What follows belongs to an exercise in optimizing a design on an open flow for a short achievable clock period and few clock cycles per item; a production flow would make more cautious choices.
In this exercise RTL edits were held to simulation tests only and were not proved equivalent to the original.

--- flow/constraint.sdc ---
create_clock -name core_clock -period 12.0 [get_ports {clk}]
set_input_delay 2.4000 -clock core_clock [delete_from_list [all_inputs] [get_ports {clk}]]
set_output_delay 2.4000 -clock core_clock [all_outputs]
set_load 0.01 [all_outputs]
--- flow/design.v ---
package thumb_isa_pkg;
	typedef logic [16-1:0] instr_t;                
	typedef logic [$clog2(8)-1:0] reg_idx_t;     
	typedef logic [32-1:0] imm_t;                  
	typedef enum logic [4:0] {
		CMD_MOV_I8,    
		CMD_ADD_REG,   
		CMD_SUB_REG,   
		CMD_ADD_I3,    
		CMD_SUB_I3,    
		CMD_ADD_I8,    
		CMD_SUB_I8,    
		CMD_LSL_I5,    
		CMD_LSR_I5,    
		CMD_ASR_I5,    
		CMD_AND,       
		CMD_EOR,       
		CMD_ORR,       
		CMD_MUL,       
		CMD_BIC,       
		CMD_MVN,       
		CMD_STR,       
		CMD_LDR,       
		CMD_STRB,      
		CMD_LDRB,      
		CMD_STRH,      
		CMD_LDRH,      
		CMD_UNDEF
	} cmd_e;
endpackage
package thumb_core_pkg;
	typedef logic [32-1:0] word_t;    
	typedef logic [32-1:0] addr_t;    
	typedef enum logic [3:0] {
		ALU_ADD,
		ALU_SUB,
		ALU_AND,
		ALU_EOR,
		ALU_ORR,
		ALU_BIC,
		ALU_MVN,
		ALU_MOV,
		ALU_LSL,
		ALU_LSR,
		ALU_ASR,
		ALU_MUL
	} alu_op_e;
	typedef enum logic [1:0] {
		SIZE_BYTE = 2'd0,
		SIZE_HALF = 2'd1,
		SIZE_WORD = 2'd2
	} mem_size_e;
	typedef enum logic {
		WB_ALU,
		WB_MEM
	} wb_sel_e;
	typedef enum logic [2:0] {
		ST_IDLE,
		ST_FETCH,
		ST_DECODE,
		ST_EXEC,
		ST_MEM,
		ST_WB
	} seq_state_e;
endpackage
`timescale 1ns/1ps
module thumb_fetch (
	input  logic                  clk,
	input  logic                  rst,
	input  logic                  fetch_en,
	output thumb_core_pkg::addr_t prog_addr,
	input  thumb_core_pkg::word_t prog_data,
	output thumb_isa_pkg::instr_t instr
);
	thumb_core_pkg::addr_t pc;
	thumb_isa_pkg::instr_t half_sel;
	assign prog_addr = {pc[$bits(pc)-1:2], 2'b00};
	always_comb begin
		if (pc[1]) begin
			half_sel = prog_data[31:16];  
		end else begin
			half_sel = prog_data[15:0];
		end
	end
	always_ff @(posedge clk) begin
		if (rst) begin
			pc <= '0;
		end else if (fetch_en) begin
			pc <= pc + 2;  
		end
	end
	always_ff @(posedge clk) begin
		if (fetch_en) begin
			instr <= half_sel;
		end
	end
endmodule
`timescale 1ns/1ps
module thumb_decode (
	input  logic                       clk,
	input  logic                       rst,
	input  logic                       dec_en,
	input  thumb_isa_pkg::instr_t      instr,
	output thumb_isa_pkg::reg_idx_t    rs_a,
	output thumb_isa_pkg::reg_idx_t    rs_b,
	output thumb_isa_pkg::reg_idx_t    rd,
	output thumb_isa_pkg::imm_t        imm,
	output thumb_core_pkg::alu_op_e    alu_op,
	output logic                       use_imm,
	output logic                       reg_we,
	output logic                       mem_store,
	output logic                       mem_load,
	output thumb_core_pkg::mem_size_e  size
);
	thumb_isa_pkg::cmd_e       cmd;
	thumb_isa_pkg::reg_idx_t   rs_a_c, rs_b_c, rd_c;
	thumb_isa_pkg::imm_t       imm_c;
	thumb_core_pkg::alu_op_e   alu_op_c;
	thumb_core_pkg::mem_size_e size_c;
	logic                      use_imm_c, reg_we_c, store_c, load_c;
	always_comb begin
		cmd = thumb_isa_pkg::CMD_UNDEF;
		case (instr[15:11])
			5'b00000: cmd = thumb_isa_pkg::CMD_LSL_I5;
			5'b00001: cmd = thumb_isa_pkg::CMD_LSR_I5;
			5'b00010: cmd = thumb_isa_pkg::CMD_ASR_I5;
			5'b00011: begin
				case (instr[10:9])
					2'b00:   cmd = thumb_isa_pkg::CMD_ADD_REG;
					2'b01:   cmd = thumb_isa_pkg::CMD_SUB_REG;
					2'b10:   cmd = thumb_isa_pkg::CMD_ADD_I3;
					default: cmd = thumb_isa_pkg::CMD_SUB_I3;
				endcase
			end
			5'b00100: cmd = thumb_isa_pkg::CMD_MOV_I8;
			5'b00110: cmd = thumb_isa_pkg::CMD_ADD_I8;
			5'b00111: cmd = thumb_isa_pkg::CMD_SUB_I8;
			5'b01000: begin
				if (!instr[10]) begin  
					case (instr[9:6])
						4'b0000: cmd = thumb_isa_pkg::CMD_AND;
						4'b0001: cmd = thumb_isa_pkg::CMD_EOR;
						4'b1100: cmd = thumb_isa_pkg::CMD_ORR;
						4'b1101: cmd = thumb_isa_pkg::CMD_MUL;
						4'b1110: cmd = thumb_isa_pkg::CMD_BIC;
						4'b1111: cmd = thumb_isa_pkg::CMD_MVN;
						default: cmd = thumb_isa_pkg::CMD_UNDEF;  
					endcase
				end
			end
			5'b01100: cmd = thumb_isa_pkg::CMD_STR;
			5'b01101: cmd = thumb_isa_pkg::CMD_LDR;
			5'b01110: cmd = thumb_isa_pkg::CMD_STRB;
			5'b01111: cmd = thumb_isa_pkg::CMD_LDRB;
			5'b10000: cmd = thumb_isa_pkg::CMD_STRH;
			5'b10001: cmd = thumb_isa_pkg::CMD_LDRH;
			default:  cmd = thumb_isa_pkg::CMD_UNDEF;
		endcase
	end
	always_comb begin
		rs_a_c    = instr[5:3];   
		rs_b_c    = instr[8:6];   
		rd_c      = instr[2:0];
		imm_c     = '0;
		alu_op_c  = thumb_core_pkg::ALU_ADD;
		use_imm_c = 1'b1;
		reg_we_c  = 1'b1;
		store_c   = 1'b0;
		load_c    = 1'b0;
		size_c    = thumb_core_pkg::SIZE_WORD;
		case (cmd)
			thumb_isa_pkg::CMD_LSL_I5, thumb_isa_pkg::CMD_LSR_I5,
			thumb_isa_pkg::CMD_ASR_I5: begin
				imm_c = thumb_isa_pkg::imm_t'(instr[10:6]);
				if (cmd == thumb_isa_pkg::CMD_LSL_I5) begin
					alu_op_c = thumb_core_pkg::ALU_LSL;
				end else if (cmd == thumb_isa_pkg::CMD_LSR_I5) begin
					alu_op_c = thumb_core_pkg::ALU_LSR;
				end else begin
					alu_op_c = thumb_core_pkg::ALU_ASR;
				end
			end
			thumb_isa_pkg::CMD_ADD_REG: use_imm_c = 1'b0;
			thumb_isa_pkg::CMD_SUB_REG: begin
				alu_op_c  = thumb_core_pkg::ALU_SUB;
				use_imm_c = 1'b0;
			end
			thumb_isa_pkg::CMD_ADD_I3: imm_c = thumb_isa_pkg::imm_t'(instr[8:6]);
			thumb_isa_pkg::CMD_SUB_I3: begin
				imm_c    = thumb_isa_pkg::imm_t'(instr[8:6]);
				alu_op_c = thumb_core_pkg::ALU_SUB;
			end
			thumb_isa_pkg::CMD_MOV_I8: begin
				rd_c     = instr[10:8];
				imm_c    = thumb_isa_pkg::imm_t'(instr[7:0]);
				alu_op_c = thumb_core_pkg::ALU_MOV;
			end
			thumb_isa_pkg::CMD_ADD_I8, thumb_isa_pkg::CMD_SUB_I8: begin
				rs_a_c = instr[10:8];  
				rd_c   = instr[10:8];
				imm_c  = thumb_isa_pkg::imm_t'(instr[7:0]);
				if (cmd == thumb_isa_pkg::CMD_SUB_I8) begin
					alu_op_c = thumb_core_pkg::ALU_SUB;
				end
			end
			thumb_isa_pkg::CMD_AND, thumb_isa_pkg::CMD_EOR, thumb_isa_pkg::CMD_ORR,
			thumb_isa_pkg::CMD_MUL, thumb_isa_pkg::CMD_BIC, thumb_isa_pkg::CMD_MVN: begin
				rs_a_c    = instr[2:0];  
				rs_b_c    = instr[5:3];  
				use_imm_c = 1'b0;
				case (cmd)
					thumb_isa_pkg::CMD_AND: alu_op_c = thumb_core_pkg::ALU_AND;
					thumb_isa_pkg::CMD_EOR: alu_op_c = thumb_core_pkg::ALU_EOR;
					thumb_isa_pkg::CMD_ORR: alu_op_c = thumb_core_pkg::ALU_ORR;
					thumb_isa_pkg::CMD_MUL: alu_op_c = thumb_core_pkg::ALU_MUL;
					thumb_isa_pkg::CMD_BIC: alu_op_c = thumb_core_pkg::ALU_BIC;
					default:                alu_op_c = thumb_core_pkg::ALU_MVN;
				endcase
			end
			thumb_isa_pkg::CMD_STR, thumb_isa_pkg::CMD_LDR: begin
				imm_c    = thumb_isa_pkg::imm_t'({instr[10:6], 2'b00});  
				rs_b_c   = instr[2:0];  
				store_c  = (cmd == thumb_isa_pkg::CMD_STR);
				load_c   = (cmd == thumb_isa_pkg::CMD_LDR);
				reg_we_c = load_c;
			end
			thumb_isa_pkg::CMD_STRH, thumb_isa_pkg::CMD_LDRH: begin
				imm_c    = thumb_isa_pkg::imm_t'({instr[10:6], 1'b0});  
				rs_b_c   = instr[2:0];
				size_c   = thumb_core_pkg::SIZE_HALF;
				store_c  = (cmd == thumb_isa_pkg::CMD_STRH);
				load_c   = (cmd == thumb_isa_pkg::CMD_LDRH);
				reg_we_c = load_c;
			end
			thumb_isa_pkg::CMD_STRB, thumb_isa_pkg::CMD_LDRB: begin
				imm_c    = thumb_isa_pkg::imm_t'(instr[10:6]);
				rs_b_c   = instr[2:0];
				size_c   = thumb_core_pkg::SIZE_BYTE;
				store_c  = (cmd == thumb_isa_pkg::CMD_STRB);
				load_c   = (cmd == thumb_isa_pkg::CMD_LDRB);
				reg_we_c = load_c;
			end
			default: reg_we_c = 1'b0;  
		endcase
	end
	always_ff @(posedge clk) begin
		if (rst) begin
			reg_we    <= 1'b0;
			mem_store <= 1'b0;
			mem_load  <= 1'b0;
		end else if (dec_en) begin
			reg_we    <= reg_we_c;
			mem_store <= store_c;
			mem_load  <= load_c;
		end
	end
	always_ff @(posedge clk) begin
		if (dec_en) begin
			rs_a    <= rs_a_c;
			rs_b    <= rs_b_c;
			rd      <= rd_c;
			imm     <= imm_c;
			alu_op  <= alu_op_c;
			use_imm <= use_imm_c;
			size    <= size_c;
		end
	end
endmodule
`timescale 1ns/1ps
module thumb_regfile (
	input  logic                    clk,
	input  thumb_isa_pkg::reg_idx_t rs_a,
	input  thumb_isa_pkg::reg_idx_t rs_b,
	output thumb_core_pkg::word_t   rd_a,
	output thumb_core_pkg::word_t   rd_b,
	input  thumb_isa_pkg::reg_idx_t wr_idx,
	input  thumb_core_pkg::word_t   wr_data,
	input  logic                    wr_en
);
	thumb_core_pkg::word_t regs [8];
	assign rd_a = regs[rs_a];
	assign rd_b = regs[rs_b];
	always_ff @(posedge clk) begin
		if (wr_en) begin
			regs[wr_idx] <= wr_data;
		end
	end
endmodule
`timescale 1ns/1ps
module thumb_execute (
	input  logic                    clk,
	input  logic                    rst,
	input  logic                    exec_en,
	input  thumb_core_pkg::word_t   op_a,
	input  thumb_core_pkg::word_t   op_b,
	input  thumb_isa_pkg::imm_t     imm,
	input  logic                    use_imm,
	input  thumb_core_pkg::alu_op_e alu_op,
	output thumb_core_pkg::word_t   result,
	output thumb_core_pkg::word_t   store_data
);
	thumb_core_pkg::word_t op2;
	thumb_core_pkg::word_t alu_out;
	logic [4:0]            shamt;
	assign op2   = use_imm ? imm : op_b;
	assign shamt = op2[4:0];  
	always_comb begin
		case (alu_op)
			thumb_core_pkg::ALU_ADD: alu_out = op_a + op2;
			thumb_core_pkg::ALU_SUB: alu_out = op_a - op2;
			thumb_core_pkg::ALU_AND: alu_out = op_a & op2;
			thumb_core_pkg::ALU_EOR: alu_out = op_a ^ op2;
			thumb_core_pkg::ALU_ORR: alu_out = op_a | op2;
			thumb_core_pkg::ALU_BIC: alu_out = op_a & ~op2;
			thumb_core_pkg::ALU_MVN: alu_out = ~op2;
			thumb_core_pkg::ALU_MOV: alu_out = op2;
			thumb_core_pkg::ALU_LSL: alu_out = op_a << shamt;
			thumb_core_pkg::ALU_LSR: alu_out = op_a >> shamt;
			thumb_core_pkg::ALU_ASR: alu_out = $signed(op_a) >>> shamt;
			thumb_core_pkg::ALU_MUL: alu_out = op_a * op2;  
			default:                 alu_out = op_a;
		endcase
	end
	always_ff @(posedge clk) begin
		if (rst) begin
			result <= '0;
		end else if (exec_en) begin
			result <= alu_out;
		end
	end
	always_ff @(posedge clk) begin
		if (exec_en) begin
			store_data <= op_b;  
		end
	end
endmodule
`timescale 1ns/1ps
module thumb_mem_wb (
	input  logic                      clk,
	input  logic                      mem_en,
	input  logic                      wb_en,
	input  thumb_core_pkg::word_t     result,
	input  thumb_core_pkg::word_t     store_data,
	input  thumb_isa_pkg::reg_idx_t   rd,
	input  logic                      reg_we,
	input  logic                      mem_store,
	input  logic                      mem_load,
	input  thumb_core_pkg::mem_size_e size,
	output thumb_core_pkg::addr_t     mem_addr,
	output thumb_core_pkg::word_t     mem_wdata,
	output thumb_core_pkg::mem_size_e mem_size,
	output logic                      mem_we,
	input  thumb_core_pkg::word_t     mem_rdata,
	output thumb_isa_pkg::reg_idx_t   wr_idx,
	output thumb_core_pkg::word_t     wr_data,
	output logic                      wr_en
);
	thumb_core_pkg::word_t   load_val;
	thumb_core_pkg::wb_sel_e wb_sel;
	thumb_core_pkg::word_t   wb_q;
	assign mem_addr  = result;
	assign mem_wdata = store_data;
	assign mem_size  = size;
	assign mem_we    = mem_en & mem_store;  
	always_comb begin
		case (size)
			thumb_core_pkg::SIZE_BYTE:
				load_val = thumb_core_pkg::word_t'(mem_rdata[{result[1:0], 3'b000} +: 8]);
			thumb_core_pkg::SIZE_HALF:
				load_val = thumb_core_pkg::word_t'(mem_rdata[{result[1], 4'b0000} +: 16]);
			default:
				load_val = mem_rdata;
		endcase
	end
	assign wb_sel = mem_load ? thumb_core_pkg::WB_MEM : thumb_core_pkg::WB_ALU;
	always_ff @(posedge clk) begin
		if (mem_en) begin
			wb_q <= (wb_sel == thumb_core_pkg::WB_MEM) ? load_val : result;
		end
	end
	assign wr_idx  = rd;
	assign wr_data = wb_q;
	assign wr_en   = wb_en & reg_we;
endmodule
`timescale 1ns/1ps
module thumb_core (
	input  logic                      clk,
	input  logic                      rst,
	output thumb_core_pkg::addr_t     prog_addr,
	input  thumb_core_pkg::word_t     prog_data,
	output thumb_core_pkg::addr_t     mem_addr,
	output thumb_core_pkg::word_t     mem_wdata,
	output thumb_core_pkg::mem_size_e mem_size,
	output logic                      mem_we,
	input  thumb_core_pkg::word_t     mem_rdata
);
	thumb_core_pkg::seq_state_e state, state_next;
	logic                       fetch_en, dec_en, exec_en, mem_en, wb_en;
	thumb_isa_pkg::instr_t      instr;
	thumb_isa_pkg::reg_idx_t    rs_a, rs_b, rd, wr_idx;
	thumb_isa_pkg::imm_t        imm;
	thumb_core_pkg::alu_op_e    alu_op;
	thumb_core_pkg::mem_size_e  size;
	logic                       use_imm, reg_we, mem_store, mem_load, wr_en;
	thumb_core_pkg::word_t      rd_a, rd_b, result, store_data, wr_data;
	always_comb begin
		case (state)
			thumb_core_pkg::ST_IDLE:   state_next = thumb_core_pkg::ST_FETCH;
			thumb_core_pkg::ST_FETCH:  state_next = thumb_core_pkg::ST_DECODE;
			thumb_core_pkg::ST_DECODE: state_next = thumb_core_pkg::ST_EXEC;
			thumb_core_pkg::ST_EXEC:   state_next = thumb_core_pkg::ST_MEM;
			thumb_core_pkg::ST_MEM:    state_next = thumb_core_pkg::ST_WB;
			thumb_core_pkg::ST_WB:     state_next = thumb_core_pkg::ST_FETCH;
			default:                   state_next = thumb_core_pkg::ST_IDLE;
		endcase
	end
	always_ff @(posedge clk) begin
		if (rst) begin
			state <= thumb_core_pkg::ST_IDLE;
		end else begin
			state <= state_next;
		end
	end
	assign fetch_en = (state == thumb_core_pkg::ST_FETCH);
	assign dec_en   = (state == thumb_core_pkg::ST_DECODE);
	assign exec_en  = (state == thumb_core_pkg::ST_EXEC);
	assign mem_en   = (state == thumb_core_pkg::ST_MEM);
	assign wb_en    = (state == thumb_core_pkg::ST_WB);
	thumb_fetch fetch_i (
		.clk(clk), .rst(rst), .fetch_en(fetch_en),
		.prog_addr(prog_addr), .prog_data(prog_data), .instr(instr)
	);
	thumb_decode decode_i (
		.clk(clk), .rst(rst), .dec_en(dec_en), .instr(instr),
		.rs_a(rs_a), .rs_b(rs_b), .rd(rd), .imm(imm), .alu_op(alu_op),
		.use_imm(use_imm), .reg_we(reg_we), .mem_store(mem_store),
		.mem_load(mem_load), .size(size)
	);
	thumb_regfile regfile_i (
		.clk(clk), .rs_a(rs_a), .rs_b(rs_b), .rd_a(rd_a), .rd_b(rd_b),
		.wr_idx(wr_idx), .wr_data(wr_data), .wr_en(wr_en)
	);
	thumb_execute execute_i (
		.clk(clk), .rst(rst), .exec_en(exec_en), .op_a(rd_a), .op_b(rd_b), .imm(imm),
		.use_imm(use_imm), .alu_op(alu_op), .result(result), .store_data(store_data)
	);
	thumb_mem_wb mem_wb_i (
		.clk(clk), .mem_en(mem_en), .wb_en(wb_en), .result(result),
		.store_data(store_data), .rd(rd), .reg_we(reg_we), .mem_store(mem_store),
		.mem_load(mem_load), .size(size), .mem_addr(mem_addr), .mem_wdata(mem_wdata),
		.mem_size(mem_size), .mem_we(mem_we), .mem_rdata(mem_rdata),
		.wr_idx(wr_idx), .wr_data(wr_data), .wr_en(wr_en)
	);
endmodule
--- flow/config.mk ---
export PLATFORM = sky130hd
export DESIGN_NAME = thumb_core
export DESIGN_NICKNAME = thumb_core
export VERILOG_FILES = /design/flow/design.v
export SDC_FILE = /design/flow/constraint.sdc
export NUM_CORES = 4
export LEC_CHECK = 0
export CAP_MARGIN = 20
export CORE_MARGIN = 2
export CORE_UTILIZATION = 40
export SLEW_MARGIN = 20
--- flow/run.sh ---
#!/bin/bash
# synth_recipe.tcl (not shown) runs the flow's synth.tcl, then flattens the netlist and writes it again
# the make line also repeats each setting of config.mk as NAME=value (left out here)
make -C /OpenROAD-flow-scripts/flow DESIGN_CONFIG=/design/flow/config.mk WORK_HOME=/design/flow/orfs CLKGATE_MAP_FILE= SYNTH_SCRIPT=/design/flow/synth_recipe.tcl finish
==> flow_metrics.py <==
metrics = {
    "placed_design": {
        "placed_area_um2": 46400,
        "dpl.cell_count": 5831,
        "dp_hpwl_um": 125000,
        "io_buffers": 162,
        "gp_congestion": 1.05,
        "dp_slack_ns": 1.74,
    },
    "critical_path": {
        "slowest_delay_ns": 0.87,
        "rrSetupSlack_ns": 1.52,
        "critPathBufInv": 4,
        "cp_common_cell": "fa_1",
        "worstSetupPathType": "flip-flop to flip-flop",
        "path_max_fanout": 30,
        "crit_family": "adder cells",
        "worst_setup_path_end_kind": "flip-flop",
        "crit_slowest_cell": "dfxtp_2",
        "reg2reg_to": "execute_i.result[31]$_SDFFE_PP0P_",
        "r2r_cells": 27,
        "arrival_ns": 10.97,
        "cp.required_ns": 12.50,
        "start_kind": "flip-flop",
    },
    "job": {
        "maxCapViolCount": 0,
    },
    "timing": {
        "slew_headroom": 0.196,
        "tightest_slew_ns": 1.17,
        "setup_viol_count_final": 0,
        "setup_slack_ns": 1.52,
        "slew_violations": 0,
        "fmax_mhz": 95.5,
        "period_minus_slack_ns": 10.48,
        "rsz0062_at_grt": "false",
        "skew_ns": 0.0322,
        "period_share": 0.873,
        "hold_viol_final": 0,
        "fin_setup_tns_ns": 0,
    },
    "logic_synthesis": {
        "ys_seq_area_frac": 0.283,
        "synth_area_leader_cell": "edfxtp_1",
        "ys.warnings.count": 6,
        "synthFlopType": "edfxtp_1",
        "synth_commonest_cells": "nor2_1, inv_1, nand2_1",
        "syn_area_per_cell_um2": 9.76,
        "yosysUniqueCellTypes": 100,
        "synth-edff-count": 360,
        "synth_area_um2": 43400,
        "synthArstFlopShare": 0,
        "synth.area.top_cells": "edfxtp_1, fa_1, ha_1",
        "netlist_instances": 4450,
        "synth_most_common_cell": "nor2_1",
        "synth_top_area_frac": 0.249,
        "ys_ff_latch": 435,
    },
    "routing": {
        "ant_nets": 0,
        "drcViolationCount": 0,
        "dr.first_iter.drc_count": 4355,
        "avgViaCountPerCell": 6.12,
        "wire_per_inst_um": 28.9,
        "wirelength_um": 171000,
        "drt_pass1_iterations": 6,
        "vias": 36300,
    },
    "floorplanning": {
        "ios": 165,
        "initial_core_util": 0.405,
        "die_h_um": 334,
        "die-area_um2": 111000,
        "num_rows": 120,
        "die_x_um": 334,
        "core_um2": 107000,
    },
    "hold_path": {
        "hold_class": "flip-flop to flip-flop",
        "hold_start": "decode_i.rs_b[1]$_DFFE_PN_",
        "hold_depth": 1,
    },
    "run_status": {
        "status": "no timing/DRC/antenna violations",
    },
    "clock_tree": {
        "cts_tree": "built",
        "postCtsResizedCells": 0,
        "hold_buffers": 0,
        "post-cts-setup-buffers": 0,
        "cts_max_path_buffers": 3,
        "clock-sinks": 435,
        "cts_root_buffer": "clkbuf_16",
        "clkLatencyLatePin_ns": 0.64,
        "htree_levels": 2,
        "numCtsBuffers": 48,
        "clk_pin_slew_worst_paths_ns": 0.07,
    },
    "finish": {
        "drive_gt1_frac": 0.104,
        "final_nets": 5161,
        "syn2layout_area_growth_pct": 10.6,
        "utilization": 0.448,
        "fin_cells": 5925,
        "stdcell_area_um2": 48000,
    },
    "grt": {
        "grt-ovfl-total": 0,
        "first_global_vias": 35700,
        "antenna_found_initial": 7,
        "grt_pass1_wl_um": 248000,
        "grt_max_degree": 70,
        "grt_use_total": 0.305,
    },
}
-- worst max path at each step --
stage	start	to	slack, ns	cells past startpoint
after floorplan	flip-flop	execute_i.result[30]$_SDFFE_PP0P_	3.04	33
after global placement	flip-flop	execute_i.result[31]$_SDFFE_PP0P_	1.92	27
after detailed placement	flip-flop	execute_i.result[31]$_SDFFE_PP0P_	1.74	27
after CTS	flip-flop	execute_i.result[31]$_SDFFE_PP0P_	1.70	27
after global routing	flip-flop	execute_i.result[31]$_SDFFE_PP0P_	1.12	30
final	flip-flop	execute_i.result[31]$_SDFFE_PP0P_	1.52	27
-- state kept, by name, indices dropped and copies added, names as in the netlist, 2 cells and up, named ones only --
signal and cells:
decode_i.alu_op 4, decode_i.rs_b 3, decode_i.size 2, decode_i.rs_a 3, decode_i.imm 8, mem_wb_i.wb_q 32, execute_i.store_data 32, regfile_i.regs 256
fetch_i.pc 31, state 3, execute_i.result 32, fetch_i.instr 16, decode_i.rd 3
-- final cells by class --
cell class / instances / area [um^2]
Inverter: 515 / 1940
Fill cell: 10300 / 59300
Timing Repair Buffer: 291 / 2620
Antenna cell: 5 / 12.5
Clock buffer: 62 / 1310
Clock inverter: 27 / 275
Multi-Input combinational cell: 3187 / 27800
Tap cell: 1403 / 1760
Sequential cell: 435 / 12300
-- cell usage in the layout, fill, tap and decap left out, drive strengths merged, types with 45 or more instances in the layout --
master and n:
nand2 420, o21ai 190, dfxtp 75, inv 506, clkdlybuf4s50 161, mux2i 131
fa 409, mux2 95, buf 130, a21oi 197, mux4 99, a211oi 53
clkbuf 62, edfxtp 360, nor2 594, nor3 53, xnor2 104, ha 208
o22ai 45
-- logic make-up (layout without fill, tap and decap cells) --
logic type,after synthesis,after routing,synth area share
AO/OA/AOI/OAI,797,797,0.118
XOR/XNOR,154,154,0.0330
adder cells (fa/ha/maj),617,617,0.248
buffers and inverters,829,895,0.0802
flip-flops,435,435,0.283
multiplexers,325,325,0.109
other,1,7,0.0000863
AND/OR/NAND/NOR,1292,1292,0.128
-- metrics by stage --
stage / hold slack [ns]
floorplan: 0.449
global placement: 0.452
detailed placement: 0.461
CTS: 0.476
global route: 0.493
finish: 0.472
-- metal layers --
layer,track usage,vias to the layer above,wire [um]
met5,0,-,38
met4,0.168,6,11000
met3,0.0737,518,19100
met2,0.457,2304,74000
met1,0.405,18100,67400
li1,-,15300,-
Testbench counts, summed over its fixed seeds: cycles 40,000, instrs 8,000.

afterwards: timing with drivers on the ports:
How much do the figures lean on ideal ports? The routed layout below was timed once more, with nothing changed but the port constraints. Step 1: set_driving_cell puts a clkbuf_16 on clk and a buf_2 on each other input, an assumption about the parent block. Step 2, shift: input delay + t, output delay - t, t = (earliest + latest rising clock arrival at the registers) / 2. This alone moves slack from input paths to output paths. Three values: no drivers, after step 1, after step 2; two values: the first two.
shift t [ns]: 0.701
setup slack, ns: 1.525 / 1.525 / 1.525
worst hold slack (ns): 0.472 / 0.472 / 0.472
worst setup path at the end: register to register
After both steps this run still meets setup and hold. The setup slack of this run moves by 0.000 ns with the drivers and by 0.000 ns with both steps.
